This design comes from an exercise in tuning for small area, a short achievable clock period and few clock cycles per item on the open sky130 flow, not from production work.

==> trial 16: inputs <==
==> flow/design.v <==
`default_nettype none
package dpc_pkg;
	localparam int DEF_VALUE_BITS = 32;
	function automatic logic [39:0] bcd_mask(input int s);
		case (s)
			0: bcd_mask = 40'h0000000000;
			1: bcd_mask = 40'h0000000001;
			2: bcd_mask = 40'h0000000003;
			3: bcd_mask = 40'h0000000007;
			4: bcd_mask = 40'h000000001f;
			5: bcd_mask = 40'h000000003f;
			6: bcd_mask = 40'h000000007f;
			7: bcd_mask = 40'h00000001ff;
			8: bcd_mask = 40'h00000003ff;
			9: bcd_mask = 40'h00000007ff;
			10: bcd_mask = 40'h0000001fff;
			11: bcd_mask = 40'h0000003fff;
			12: bcd_mask = 40'h0000007fff;
			13: bcd_mask = 40'h000000ffff;
			14: bcd_mask = 40'h000001ffff;
			15: bcd_mask = 40'h000003ffff;
			16: bcd_mask = 40'h000007ffff;
			17: bcd_mask = 40'h00001fffff;
			18: bcd_mask = 40'h00003fffff;
			19: bcd_mask = 40'h00007fffff;
			20: bcd_mask = 40'h0001ffffff;
			21: bcd_mask = 40'h0003ffffff;
			22: bcd_mask = 40'h0007ffffff;
			23: bcd_mask = 40'h000fffffff;
			24: bcd_mask = 40'h001fffffff;
			25: bcd_mask = 40'h003fffffff;
			26: bcd_mask = 40'h007fffffff;
			27: bcd_mask = 40'h01ffffffff;
			28: bcd_mask = 40'h03ffffffff;
			29: bcd_mask = 40'h07ffffffff;
			30: bcd_mask = 40'h1fffffffff;
			31: bcd_mask = 40'h3fffffffff;
			default: bcd_mask = 40'hffffffffff;
		endcase
	endfunction
	function automatic logic [3:0] dd_adjust(input logic [3:0] d);
		dd_adjust[3] = d[3] | (d[2] & (d[1] | d[0]));
		dd_adjust[2] = d[3] ? d[0] : (d[2] & !d[1] & !d[0]);
		dd_adjust[1] = d[3] ? !d[0] : (d[2] ? (d[1] & d[0]) : d[1]);
		dd_adjust[0] = d[3] ? !d[0] : (d[2] ? (d[1] & !d[0]) : d[0]);
	endfunction
endpackage
`default_nettype wire
`default_nettype none
module dpc_dd_stage
#(
	parameter int S0 = 0,
	parameter int NB = 8
) (
	input  wire logic [39:0]   in_bcd,
	input  wire logic [NB-1:0] in_bits,
	output logic      [39:0]   out_bcd
);
	logic [39:0] b;
	always_comb begin
		b = in_bcd & dpc_pkg::bcd_mask(S0);
		for (int s = 0; s < NB; s++) begin
			for (int k = 0; k < 10; k++) begin
				b[k*4 +: 4] = dpc_pkg::dd_adjust(b[k*4 +: 4]);
			end
			b = {b[38:0], in_bits[NB-1-s]} & dpc_pkg::bcd_mask(S0 + s + 1);
		end
		out_bcd = b;
	end
endmodule
`default_nettype wire
`default_nettype none
module dpc_sym_pairs (
	input  wire logic [39:0] in_bcd,
	output logic      [10:2] out_eq,
	output logic      [9:1]  out_nz
);
	logic [4:0] peq [11];
	always_comb begin
		for (int i = 1; i < 10; i++) begin
			out_nz[i] = |in_bcd[i*4 +: 4];
		end
		for (int l = 2; l <= 10; l++) begin
			peq[l] = 5'h1f;
			for (int i = 0; i < l / 2; i++) begin
				peq[l][i] = (in_bcd[i*4 +: 4] == in_bcd[(l-1-i)*4 +: 4]);
			end
			out_eq[l] = &peq[l];
		end
	end
endmodule
module dpc_sym_check (
	input  wire logic [10:2] in_eq,
	input  wire logic [9:1]  in_nz,
	output logic             out_pal
);
	logic [9:0] nz;
	logic [9:0] hi_zero;
	logic [9:0] term;
	always_comb begin
		nz = {in_nz, 1'b0};
		for (int l = 0; l < 10; l++) begin
			hi_zero[l] = ((nz >> (l + 1)) == 10'd0);
		end
		term[0] = hi_zero[0];
		for (int l = 2; l <= 10; l++) begin
			term[l-1] = nz[l-1] & hi_zero[l-1] & in_eq[l];
		end
		out_pal = |term;
	end
endmodule
`default_nettype wire
`default_nettype none
module decimal_palindrome_check_unit
#(
	parameter int VALUE_BITS = dpc_pkg::DEF_VALUE_BITS
) (
	input  wire logic                         clk,
	input  wire logic                         arst_n,
	input  wire logic                         in_valid,
	output logic                              in_ready,
	input  wire logic signed [VALUE_BITS-1:0] in_value,
	input  wire logic                         in_is_last,
	output logic                              out_valid,
	input  wire logic                         out_ready,
	output logic signed [VALUE_BITS-1:0]      out_value_echo,
	output logic                              out_is_palindrome,
	output logic                              out_last_out
);
	logic        adv;
	logic        valid_q1;
	logic        last_q1;
	logic [31:0] value_q1;
	logic [39:0] bcd_q1;
	logic [39:0] bcd_nx1;
	logic        valid_q2;
	logic        last_q2;
	logic [31:0] value_q2;
	logic [39:0] bcd_q2;
	logic [39:0] bcd_nx2;
	logic        valid_q3;
	logic        last_q3;
	logic [31:0] value_q3;
	logic [39:0] bcd_q3;
	logic [39:0] bcd_nx3;
	logic        valid_q4;
	logic        last_q4;
	logic [31:0] value_q4;
	logic [39:0] bcd_q4;
	logic [39:0] bcd_nx4;
	logic        valid_q5;
	logic        last_q5;
	logic [31:0] value_q5;
	logic [10:2] eq_q5;
	logic [9:1]  nz_q5;
	logic        neg9_q5;
	logic [39:0] bcd_fin;
	logic [39:0] bcd_mag;
	logic        pal;
	logic [10:2] eq_nx;
	logic [9:1]  nz_nx;
	logic        neg_end9;
	logic [3:0]  d0;
	logic [3:0]  d0_inc;
	assign adv      = !valid_q5 || out_ready;
	assign in_ready = adv;
	dpc_dd_stage #(.S0(0), .NB(7)) u_dd0 (
		.in_bcd  (40'd0),
		.in_bits (in_value[30:24] ^ {7{in_value[31]}}),
		.out_bcd (bcd_nx1)
	);
	dpc_dd_stage #(.S0(7), .NB(6)) u_dd1 (
		.in_bcd  (bcd_q1),
		.in_bits (value_q1[23:18] ^ {6{value_q1[31]}}),
		.out_bcd (bcd_nx2)
	);
	dpc_dd_stage #(.S0(13), .NB(7)) u_dd2 (
		.in_bcd  (bcd_q2),
		.in_bits (value_q2[17:11] ^ {7{value_q2[31]}}),
		.out_bcd (bcd_nx3)
	);
	dpc_dd_stage #(.S0(20), .NB(7)) u_dd3 (
		.in_bcd  (bcd_q3),
		.in_bits (value_q3[10:4] ^ {7{value_q3[31]}}),
		.out_bcd (bcd_nx4)
	);
	dpc_dd_stage #(.S0(27), .NB(4)) u_dd4 (
		.in_bcd  (bcd_q4),
		.in_bits (value_q4[3:0] ^ {4{value_q4[31]}}),
		.out_bcd (bcd_fin)
	);
	assign d0     = bcd_fin[3:0];
	assign d0_inc = {d0[3] | (d0[2] & d0[1] & d0[0]), d0[2] ^ (d0[1] & d0[0]), d0[1] ^ d0[0], !d0[0]};
	assign bcd_mag = {bcd_fin[39:4], value_q4[31] ? d0_inc : d0};
	assign neg_end9 = value_q4[31] && bcd_fin[3] && bcd_fin[0];
	dpc_sym_pairs u_pairs (
		.in_bcd  (bcd_mag),
		.out_eq  (eq_nx),
		.out_nz  (nz_nx)
	);
	always_ff @(posedge clk or negedge arst_n) begin
		if (!arst_n) begin
			valid_q1 <= 1'b0;
			valid_q2 <= 1'b0;
			valid_q3 <= 1'b0;
			valid_q4 <= 1'b0;
			valid_q5 <= 1'b0;
		end else begin
			if (adv) begin
				valid_q1 <= in_valid;
				valid_q2 <= valid_q1;
				valid_q3 <= valid_q2;
				valid_q4 <= valid_q3;
				valid_q5 <= valid_q4;
			end
		end
	end
	always_ff @(posedge clk) begin
		if (adv && in_valid) begin
			last_q1  <= in_is_last;
			value_q1 <= in_value;
			bcd_q1   <= bcd_nx1;
		end
		if (adv && valid_q1) begin
			last_q2  <= last_q1;
			value_q2 <= value_q1;
			bcd_q2   <= bcd_nx2;
		end
		if (adv && valid_q2) begin
			last_q3  <= last_q2;
			value_q3 <= value_q2;
			bcd_q3   <= bcd_nx3;
		end
		if (adv && valid_q3) begin
			last_q4  <= last_q3;
			value_q4 <= value_q3;
			bcd_q4   <= bcd_nx4;
		end
		if (adv && valid_q4) begin
			last_q5  <= last_q4;
			value_q5 <= value_q4;
			eq_q5    <= eq_nx;
			nz_q5    <= nz_nx;
			neg9_q5  <= neg_end9;
		end
	end
	assign out_valid         = valid_q5;
	assign out_last_out      = last_q5;
	assign out_value_echo    = value_q5;
	dpc_sym_check u_sym (
		.in_eq   (eq_q5),
		.in_nz   (nz_q5),
		.out_pal (pal)
	);
	assign out_is_palindrome = pal && !neg9_q5;
endmodule
`default_nettype wire
==> flow/flow/run.sh <==
#!/bin/bash
# The standard layout, with the port buffers made as sky130_fd_sc_hd__buf_1 cells (the flow's
# timing repair resizes them where needed) instead of the slow delay-buffer cell that
# buffer_ports picks by default. Every port still gets its buffer.
set -euo pipefail
export BUFFER_PORTS_ARGS="-buffer_cell sky130_fd_sc_hd__buf_1"
bash standard.sh > standard_flow.log 2>&1
==> flow/standard.sh <==
#!/bin/bash
# synth_recipe.tcl (not shown) runs the flow's synth.tcl, then flattens the netlist and writes it again
# the make line also repeats each setting of config.mk as NAME=value (left out here)
make -C /OpenROAD-flow-scripts/flow DESIGN_CONFIG=/design/flow/config.mk WORK_HOME=/design/flow/orfs CLKGATE_MAP_FILE= SYNTH_SCRIPT=/design/flow/synth_recipe.tcl "${@:-finish}"
==> flow/config.mk <==
export PLATFORM = sky130hd
export DESIGN_NAME = decimal_palindrome_check_unit
export DESIGN_NICKNAME = decimal_palindrome_check_unit
export VERILOG_FILES = /design/flow/design.v
export SDC_FILE = /design/flow/constraint.sdc
export NUM_CORES = 4
export LEC_CHECK = 0
export ABC_AREA = 1
export CAP_MARGIN = 20
export CORE_MARGIN = 2
export CORE_UTILIZATION = 40
export SETUP_SLACK_MARGIN = 3.0
export SLEW_MARGIN = 20
==> flow/constraint.sdc <==
create_clock -name core_clock -period 6.5 [get_ports {clk}]
set_input_delay 1.3000 -clock core_clock [delete_from_list [all_inputs] [get_ports {clk}]]
set_output_delay 1.3000 -clock core_clock [all_outputs]
set_load 0.01 [all_outputs]
==> trial 27 (differences from trial 16) <==
--- a/flow/design.v
+++ b/flow/design.v
@@ -170,22 +170,22 @@
 		.out_bcd (bcd_nx1)
 	);
-	dpc_dd_stage #(.S0(7), .NB(6)) u_dd1 (
+	dpc_dd_stage #(.S0(7), .NB(7)) u_dd1 (
 		.in_bcd  (bcd_q1),
-		.in_bits (value_q1[23:18] ^ {6{value_q1[31]}}),
+		.in_bits (value_q1[23:17] ^ {7{value_q1[31]}}),
 		.out_bcd (bcd_nx2)
 	);
-	dpc_dd_stage #(.S0(13), .NB(7)) u_dd2 (
+	dpc_dd_stage #(.S0(14), .NB(7)) u_dd2 (
 		.in_bcd  (bcd_q2),
-		.in_bits (value_q2[17:11] ^ {7{value_q2[31]}}),
+		.in_bits (value_q2[16:10] ^ {7{value_q2[31]}}),
 		.out_bcd (bcd_nx3)
 	);
-	dpc_dd_stage #(.S0(20), .NB(7)) u_dd3 (
+	dpc_dd_stage #(.S0(21), .NB(8)) u_dd3 (
 		.in_bcd  (bcd_q3),
-		.in_bits (value_q3[10:4] ^ {7{value_q3[31]}}),
+		.in_bits (value_q3[9:2] ^ {8{value_q3[31]}}),
 		.out_bcd (bcd_nx4)
 	);
-	dpc_dd_stage #(.S0(27), .NB(4)) u_dd4 (
+	dpc_dd_stage #(.S0(29), .NB(2)) u_dd4 (
 		.in_bcd  (bcd_q4),
-		.in_bits (value_q4[3:0] ^ {4{value_q4[31]}}),
+		.in_bits (value_q4[1:0] ^ {2{value_q4[31]}}),
 		.out_bcd (bcd_fin)
 	);
- SETUP_SLACK_MARGIN: 3.0 -> 3.45
==> trial 42 (differences from trial 16) <==
--- a/flow/design.v
+++ b/flow/design.v
@@ -40,8 +40,22 @@
 	endfunction
 	function automatic logic [3:0] dd_adjust(input logic [3:0] d);
-		dd_adjust[3] = d[3] | (d[2] & (d[1] | d[0]));
-		dd_adjust[2] = d[3] ? d[0] : (d[2] & !d[1] & !d[0]);
-		dd_adjust[1] = d[3] ? !d[0] : (d[2] ? (d[1] & d[0]) : d[1]);
-		dd_adjust[0] = d[3] ? !d[0] : (d[2] ? (d[1] & !d[0]) : d[0]);
+		dd_adjust[3] = d[3] | (d[2] & d[1]) | (d[2] & d[0]);
+		dd_adjust[2] = (d[2] & !d[1] & !d[0]) | (d[3] & d[0]);
+		dd_adjust[1] = (d[1] & (!d[2] | d[0])) | (d[3] & !d[0]);
+		dd_adjust[0] = (!d[3] & !d[2] & d[0]) | (d[2] & d[1] & !d[0]) | (d[3] & !d[0]);
+	endfunction
+	function automatic logic [39:0] bcd_inc(input logic [39:0] b, input logic c);
+		logic       t;
+		logic [3:0] d;
+		t = c;
+		for (int k = 0; k < 10; k++) begin
+			d = b[k*4 +: 4];
+			if (t) begin
+				bcd_inc[k*4 +: 4] = (d[3] & d[0]) ? 4'd0 : d + 4'd1;
+			end else begin
+				bcd_inc[k*4 +: 4] = d;
+			end
+			t = t & d[3] & d[0];
+		end
 	endfunction
 endpackage
@@ -71,41 +85,30 @@
 `default_nettype wire
 `default_nettype none
-module dpc_sym_pairs (
+module dpc_sym_check (
 	input  wire logic [39:0] in_bcd,
-	output logic      [10:2] out_eq,
-	output logic      [9:1]  out_nz
-);
-	logic [4:0] peq [11];
-	always_comb begin
-		for (int i = 1; i < 10; i++) begin
-			out_nz[i] = |in_bcd[i*4 +: 4];
-		end
-		for (int l = 2; l <= 10; l++) begin
-			peq[l] = 5'h1f;
-			for (int i = 0; i < l / 2; i++) begin
-				peq[l][i] = (in_bcd[i*4 +: 4] == in_bcd[(l-1-i)*4 +: 4]);
-			end
-			out_eq[l] = &peq[l];
-		end
-	end
-endmodule
-module dpc_sym_check (
-	input  wire logic [10:2] in_eq,
-	input  wire logic [9:1]  in_nz,
 	output logic             out_pal
 );
-	logic [9:0] nz;
-	logic [9:0] hi_zero;
-	logic [9:0] term;
+	logic [9:0]  nz;
+	logic [10:0] eq;
 	always_comb begin
-		nz = {in_nz, 1'b0};
-		for (int l = 0; l < 10; l++) begin
-			hi_zero[l] = ((nz >> (l + 1)) == 10'd0);
-		end
-		term[0] = hi_zero[0];
+		for (int i = 0; i < 10; i++) begin
+			nz[i] = in_bcd[i*4 +: 4] != 4'd0;
+		end
+		for (int l = 0; l <= 10; l++) begin
+			eq[l] = 1'b1;
+			for (int i = 0; i < l / 2; i++) begin
+				if (in_bcd[i*4 +: 4] != in_bcd[(l-1-i)*4 +: 4]) begin
+					eq[l] = 1'b0;
+				end
+			end
+		end
+		out_pal = (nz >> 1) == 10'd0;
 		for (int l = 2; l <= 10; l++) begin
-			term[l-1] = nz[l-1] & hi_zero[l-1] & in_eq[l];
-		end
-		out_pal = |term;
+			if (l == 10) begin
+				out_pal = out_pal | (nz[9] & eq[10]);
+			end else begin
+				out_pal = out_pal | (nz[l-1] & ((nz >> l) == 10'd0) & eq[l]);
+			end
+		end
 	end
 endmodule
@@ -152,50 +155,39 @@
 	logic        last_q5;
 	logic [31:0] value_q5;
-	logic [10:2] eq_q5;
-	logic [9:1]  nz_q5;
-	logic        neg9_q5;
+	logic        pal_q5;
 	logic [39:0] bcd_fin;
 	logic [39:0] bcd_mag;
-	logic        pal;
-	logic [10:2] eq_nx;
-	logic [9:1]  nz_nx;
-	logic        neg_end9;
-	logic [3:0]  d0;
-	logic [3:0]  d0_inc;
+	logic        pal_nx;
 	assign adv      = !valid_q5 || out_ready;
 	assign in_ready = adv;
-	dpc_dd_stage #(.S0(0), .NB(7)) u_dd0 (
+	dpc_dd_stage #(.S0(0), .NB(8)) u_dd0 (
 		.in_bcd  (40'd0),
-		.in_bits (in_value[30:24] ^ {7{in_value[31]}}),
+		.in_bits (in_value[30:23] ^ {8{in_value[31]}}),
 		.out_bcd (bcd_nx1)
 	);
-	dpc_dd_stage #(.S0(7), .NB(6)) u_dd1 (
+	dpc_dd_stage #(.S0(8), .NB(7)) u_dd1 (
 		.in_bcd  (bcd_q1),
-		.in_bits (value_q1[23:18] ^ {6{value_q1[31]}}),
+		.in_bits (value_q1[22:16] ^ {7{value_q1[31]}}),
 		.out_bcd (bcd_nx2)
 	);
-	dpc_dd_stage #(.S0(13), .NB(7)) u_dd2 (
+	dpc_dd_stage #(.S0(15), .NB(8)) u_dd2 (
 		.in_bcd  (bcd_q2),
-		.in_bits (value_q2[17:11] ^ {7{value_q2[31]}}),
+		.in_bits (value_q2[15:8] ^ {8{value_q2[31]}}),
 		.out_bcd (bcd_nx3)
 	);
-	dpc_dd_stage #(.S0(20), .NB(7)) u_dd3 (
+	dpc_dd_stage #(.S0(23), .NB(7)) u_dd3 (
 		.in_bcd  (bcd_q3),
-		.in_bits (value_q3[10:4] ^ {7{value_q3[31]}}),
+		.in_bits (value_q3[7:1] ^ {7{value_q3[31]}}),
 		.out_bcd (bcd_nx4)
 	);
-	dpc_dd_stage #(.S0(27), .NB(4)) u_dd4 (
+	dpc_dd_stage #(.S0(30), .NB(1)) u_dd4 (
 		.in_bcd  (bcd_q4),
-		.in_bits (value_q4[3:0] ^ {4{value_q4[31]}}),
+		.in_bits (value_q4[0:0] ^ {1{value_q4[31]}}),
 		.out_bcd (bcd_fin)
 	);
-	assign d0     = bcd_fin[3:0];
-	assign d0_inc = {d0[3] | (d0[2] & d0[1] & d0[0]), d0[2] ^ (d0[1] & d0[0]), d0[1] ^ d0[0], !d0[0]};
-	assign bcd_mag = {bcd_fin[39:4], value_q4[31] ? d0_inc : d0};
-	assign neg_end9 = value_q4[31] && bcd_fin[3] && bcd_fin[0];
-	dpc_sym_pairs u_pairs (
+	assign bcd_mag = dpc_pkg::bcd_inc(bcd_fin, value_q4[31]);
+	dpc_sym_check u_sym (
 		.in_bcd  (bcd_mag),
-		.out_eq  (eq_nx),
-		.out_nz  (nz_nx)
+		.out_pal (pal_nx)
 	);
 	always_ff @(posedge clk or negedge arst_n) begin
@@ -206,41 +198,29 @@
 			valid_q4 <= 1'b0;
 			valid_q5 <= 1'b0;
-		end else begin
-			if (adv) begin
-				valid_q1 <= in_valid;
-				valid_q2 <= valid_q1;
-				valid_q3 <= valid_q2;
-				valid_q4 <= valid_q3;
-				valid_q5 <= valid_q4;
-			end
+		end else if (adv) begin
+			valid_q1 <= in_valid;
+			valid_q2 <= valid_q1;
+			valid_q3 <= valid_q2;
+			valid_q4 <= valid_q3;
+			valid_q5 <= valid_q4;
 		end
 	end
 	always_ff @(posedge clk) begin
-		if (adv && in_valid) begin
+		if (adv) begin
 			last_q1  <= in_is_last;
 			value_q1 <= in_value;
 			bcd_q1   <= bcd_nx1;
-		end
-		if (adv && valid_q1) begin
 			last_q2  <= last_q1;
 			value_q2 <= value_q1;
 			bcd_q2   <= bcd_nx2;
-		end
-		if (adv && valid_q2) begin
 			last_q3  <= last_q2;
 			value_q3 <= value_q2;
 			bcd_q3   <= bcd_nx3;
-		end
-		if (adv && valid_q3) begin
 			last_q4  <= last_q3;
 			value_q4 <= value_q3;
 			bcd_q4   <= bcd_nx4;
-		end
-		if (adv && valid_q4) begin
 			last_q5  <= last_q4;
 			value_q5 <= value_q4;
-			eq_q5    <= eq_nx;
-			nz_q5    <= nz_nx;
-			neg9_q5  <= neg_end9;
+			pal_q5   <= pal_nx;
 		end
 	end
@@ -248,10 +228,5 @@
 	assign out_last_out      = last_q5;
 	assign out_value_echo    = value_q5;
-	dpc_sym_check u_sym (
-		.in_eq   (eq_q5),
-		.in_nz   (nz_q5),
-		.out_pal (pal)
-	);
-	assign out_is_palindrome = pal && !neg9_q5;
+	assign out_is_palindrome = pal_q5;
 endmodule
 `default_nettype wire
==> flow/run.sh (new file) <==
#!/bin/bash
# synth_recipe.tcl (not shown) runs the flow's synth.tcl, then flattens the netlist and writes it again
# the make line also repeats each setting of config.mk as NAME=value (left out here)
make -C /OpenROAD-flow-scripts/flow DESIGN_CONFIG=/design/flow/config.mk WORK_HOME=/design/flow/orfs CLKGATE_MAP_FILE= SYNTH_SCRIPT=/design/flow/synth_recipe.tcl finish
- SETUP_SLACK_MARGIN: 3.0 -> not set
removed: flow/flow/run.sh
removed: flow/standard.sh
==> results.txt <==
	trial 42	trial 16	trial 27
GPL Wtd Cong	0.900	0.902	0.855
Run status	no timing/DRC/antenna violations	no timing/DRC/antenna violations	no timing/DRC/antenna violations
Met1 usage	18.9%	17.6%	18.1%
Starting Density	40.5%	40.3%	40.5%
Placement-stage cell area	0.0225 mm2	0.0208 mm2	0.0200 mm2
Wire length on met2	24600 um	20900 um	25900 um
Cell depth of the worst setup path	4	4	25
Initial DRC Count	855	632	737
Tapcell count	680	664	607
Cell count after placement	3810	3468	3298
Largest register FFs	37	33	35
CP startpoint	out_ready	out_ready	bcd_q3[15]
Filler cells	5132	4873	4160
Minimum setup slack after placement	2.05 ns	2.65 ns	2.80 ns
Worst Reg2Reg Path Length in Cells	21	19	25
Final clock period utilization by the worst path	65.5%	50.8%	49.7%
Startpoint of the worst-slack reg-to-reg timing path	bcd_q4[4]	bcd_q4[0]	bcd_q3[15]
Total number of vias	19.1k	16.8k	17.6k
First-pass GRT wire length	79300 um	69200 um	69800 um
Worst-Margin Slew	0.832 ns	0.774 ns	0.925 ns
Routing usage on met3	1.68%	2.19%	1.95%
Final Instance Count excl. Fillers	3867	3524	3498
No run of this note included a check of the RTL's function; only the layout flow was run.

-- afterwards: timing with drivers on the ports --
The results above use ideal ports. As a check the final layouts listed here were re-extracted and re-timed, cells and wires unchanged.
Step 1 assumes that a clkbuf_16 drives the clock port and a buf_2 every other input.
Step 2 also shifts input and output timing later by t, the mid clock arrival at the registers, as if the neighbouring blocks saw the same clock.
Three values: ideal ports, drivers, drivers and shift; two values: the first two.
run	t, ns	setup WS [ns]	hold slack, ns	worst setup path at the end	worst slew at a driven data input, ns
trial 16	0.635	3.198 / 3.174 / 2.817	0.411 / 0.411 / 0.411	input to register	0.05
trial 27	0.619	3.267 / 3.230 / 3.144	0.416 / 0.416 / 0.416	input to register	0.04
trial 42	0.635	2.243 / 2.217 / 1.995	0.413 / 0.413 / 0.413	input to register	0.05
After both steps setup and hold are still met in every run listed. For trial 16, which loses most, drivers alone change the setup slack by -0.024 ns; drivers and shift together by -0.381 ns.
